This is an optimization exercise on Yosys and OpenROAD, whose aim is small area, a short achievable clock period and few clock cycles, not a production implementation. At most, simulation tests tie the RTL to the original design; equivalence was not proved. No activity file was given, so power comes from the tool's default toggle rates.

rev 12:
==> flow/design.v (excerpt) <==
module serial_command_line_parser_top (
  input  logic        clk,
  input  logic        rst_n,
  input  logic        in_valid,
  output logic        in_ready,
  input  logic [7:0]  in_rx_byte,
  output logic        out_valid,
  input  logic        out_ready,
  output logic [3:0]  out_cmd_code,
  output logic [30:0] out_cmd_arg
);
Size: ~1300 cells after synthesis, ~100 flip-flops, roughly 49 I/O pins, ~8900 um2 of cells after synthesis.
==> flow/config.mk <==
export PLATFORM = sky130hd
export DESIGN_NAME = serial_command_line_parser_top
export DESIGN_NICKNAME = serial_command_line_parser_top
export VERILOG_FILES = /design/flow/design.v
export SDC_FILE = /design/flow/constraint.sdc
export NUM_CORES = 4
export LEC_CHECK = 0
export ABC_AREA = 1
export CAP_MARGIN = 20
export CORE_MARGIN = 2
export CORE_UTILIZATION = 40
export SETUP_SLACK_MARGIN = 5
export SLEW_MARGIN = 20
==> flow/constraint.sdc <==
create_clock -name core_clock -period 8.0 [get_ports {clk}]
set_input_delay 1.6000 -clock core_clock [delete_from_list [all_inputs] [get_ports {clk}]]
set_output_delay 1.6000 -clock core_clock [all_outputs]
set_load 0.01 [all_outputs]
standard.sh (not shown) runs the stock make flow with config.mk's settings and CLKGATE_MAP_FILE= SYNTH_SCRIPT=/design/flow/synth_recipe.tcl, a recipe that flattens the netlist after the stock synthesis.
==> flow/flow/run.sh <==
#!/bin/bash
set -euo pipefail
bash standard.sh SETUP_SLACK_MARGIN=5.3 finish > flow_make.log 2>&1
Rev 12 completed; timing, DRC and antenna clean
Testbench counts of rev 12, summed over its fixed seeds: cycles 21,597.
What rev 13 does differently from rev 12 at the input level:
--- a/flow/design.v
+++ b/flow/design.v
@@ -447,12 +447,12 @@
       sat_r <= 1'b1;
     else if (pd_init || bs_unsat)
       sat_r <= 1'b0;
     if (busy_r)
       ls_r <= ls_r - 6'd1;
     else if (bs_div)
       ls_r <= 6'd30;
     else if (pd_sat)
       ls_r <= len_r;
-    if (!ov_r) code_r <= hit_code;
+    if (emit) code_r <= hit_code;
   end
 endmodule
Results
From rev 12 to rev 13 the numbers moved as follows: arrival time of data at the critical path endpoint went up; count of cells along the worst register-to-register path shows a reduction of 6; number of gates on the worst path with buffers counted +1.
Global-route usage: rev 13 vs rev 12 down 1.0 points
On global-route track usage on met1, the higher figure sits with rev 12, not rev 13.
Compared to rev 12, rev 13 was floorplanned on a smaller die.
Diff rev 12 -> rev 13 | global-route wire length before repair | down by a few percent
Rev 13 vs rev 12 — post-synthesis instance area dropped 86 um2.
Between rev 13 and rev 12, it is rev 13 whose post-layout total power is lower, by 30 uW.
For rev 13, only the layout was checked, not whether the RTL still works.

serial_command_line_parser_top, a different RTL version from the one above (not shown whole).
For scale: ~100 flip-flops, roughly 49 I/O pins.
Settings: LEC_CHECK=0, ABC_AREA=1, CAP_MARGIN=20, CORE_MARGIN=2, CORE_UTILIZATION=40, SETUP_SLACK_MARGIN=5, SLEW_MARGIN=20; clock period 8.0 ns.
Scripts as last shown in full above: flow/flow/run.sh
The starting point ran to the end with no violations.
Testbench counts at the start, summed over its fixed seeds: cycles 21,597.
Change:
--- a/flow/design.v
+++ b/flow/design.v
@@ -403,56 +403,56 @@
       ov_r   <= ov_nxt;
       len_r   <= len_nxt;
       len0_r  <= (len_nxt == 6'd0);
       full_r  <= (len_nxt == 6'(LINE_MAX));
       trunc_r <= (len_nxt == 6'(LINE_MAX - 1)) && z0_nxt;
       if (clr || undie)
         dead_r <= 1'b0;
       else if (kill)
         dead_r <= 1'b1;
     end
   end
   always_ff @(posedge clk) begin
-    if (take) begin
+    if (rdy_r) begin
       cls_r <= cls_in;
       fe_r  <= fe_in;
       fb_r  <= fb_in;
       fk_r  <= fk_in;
       fd_r  <= fd_in;
     end
     if (core || bs_core)
       j0_r <= 1'b1;
     else if (live && !kill)
       j0_r <= 1'b0;
     else if (bsp && !dead_r && !at_start && !j0_r)
       j0_r <= (len_m1 == lnb_r);
     if (core || bs_core) begin
       lnb_r <= core ? len_p1 : len_m1;
       v_r   <= core ? t_v : {3'b000, v_r[3] & (v_r[2] | v_r[1])};
     end
-    if (kill) ld_r <= len_p1;
-    if (core && !dig_st) ds_r <= len_p1;
+    if (live) ld_r <= len_p1;
+    if (live && !dig_st) ds_r <= len_p1;
     z0_r <= z0_nxt;
     if (acc_en) acc_r <= acc_d;
     if (busy_r)
       dl_r <= t_ge ? 4'(t - 5'd10) : t[3:0];
     else if (bs_div)
       dl_r <= 4'd0;
     else if (pd_init || pd_first || pd_commit)
       dl_r <= dv;
     if (pd_init || pd_first)
       df_r <= 1'b1;
     else if (bs_df)
       df_r <= 1'b0;
     if (pd_sat)
       sat_r <= 1'b1;
     else if (pd_init || bs_unsat)
       sat_r <= 1'b0;
     if (busy_r)
       ls_r <= ls_r - 6'd1;
     else if (bs_div)
       ls_r <= 6'd30;
     else if (pd_sat)
       ls_r <= len_r;
-    if (emit) code_r <= hit_code;
+    if (!ov_r) code_r <= hit_code;
   end
 endmodule
Wire length rises by about 8%.
First-iteration DRC count falls by 0.68%.
Cell area rises by about 2.7%.
Hold slack gets worse by 0.016 ns.
Register-to-register slack gets worse by 0.03 ns.
Via count rises by 4.6%.
Fmax falls by 0.83%.
Power rises by 29%.
Clock-buffer cell count rises by 3.
Worst setup slack gets worse by 0.022 ns.
Non-clock buffer count does not change.
Sequential power rises by 7.8%.
Function not checked in the second run of this note: the RTL went through the layout flow alone.

-- what the ideal ports hide --
The flow's constraints put no driver on any port. The routed layouts listed below were extracted and timed again, unchanged, in two steps. Step 1 (the two cells are an assumption about what drives the block):
set clk [get_ports {clk}]
set_driving_cell -lib_cell sky130_fd_sc_hd__clkbuf_16 $clk
set_driving_cell -lib_cell sky130_fd_sc_hd__buf_2 [delete_from_list [all_inputs] $clk]
Step 2 times the ports against the registers' clock, not the clock port: input delays grow and output delays shrink by t, the midpoint of the rising clock arrivals with the driver on. Slacks: no drivers / after step 1 / after step 2; pairs: no drivers / after step 1.
| run | t, ns | setup WS [ns] | hold WS [ns] | slew at the worst register clock pin (ns) | cell pins on the clock port's net |
|---|---|---|---|---|---|
| rev 12 | 0.408 | 5.319 / 5.272 / 4.958 | 0.500 / 0.500 / 0.500 | 0.09 / 0.09 | 1 |
| rev 13 | 0.401 | 5.282 / 5.240 / 4.962 | 0.493 / 0.493 / 0.493 | 0.08 / 0.08 | 1 |
| the first run of note 2 | 0.400 | 5.336 / 5.290 / 4.963 | 0.503 / 0.503 / 0.503 | 0.08 / 0.08 | 1 |
| the second run of note 2 | 0.393 | 5.314 / 5.274 / 5.005 | 0.487 / 0.487 / 0.487 | 0.07 / 0.07 | 1 |
After both steps every run listed still meets setup and hold. The setup slack of the first run of note 2, which loses most, moves by -0.046 ns with the drivers and by -0.373 ns with both steps.
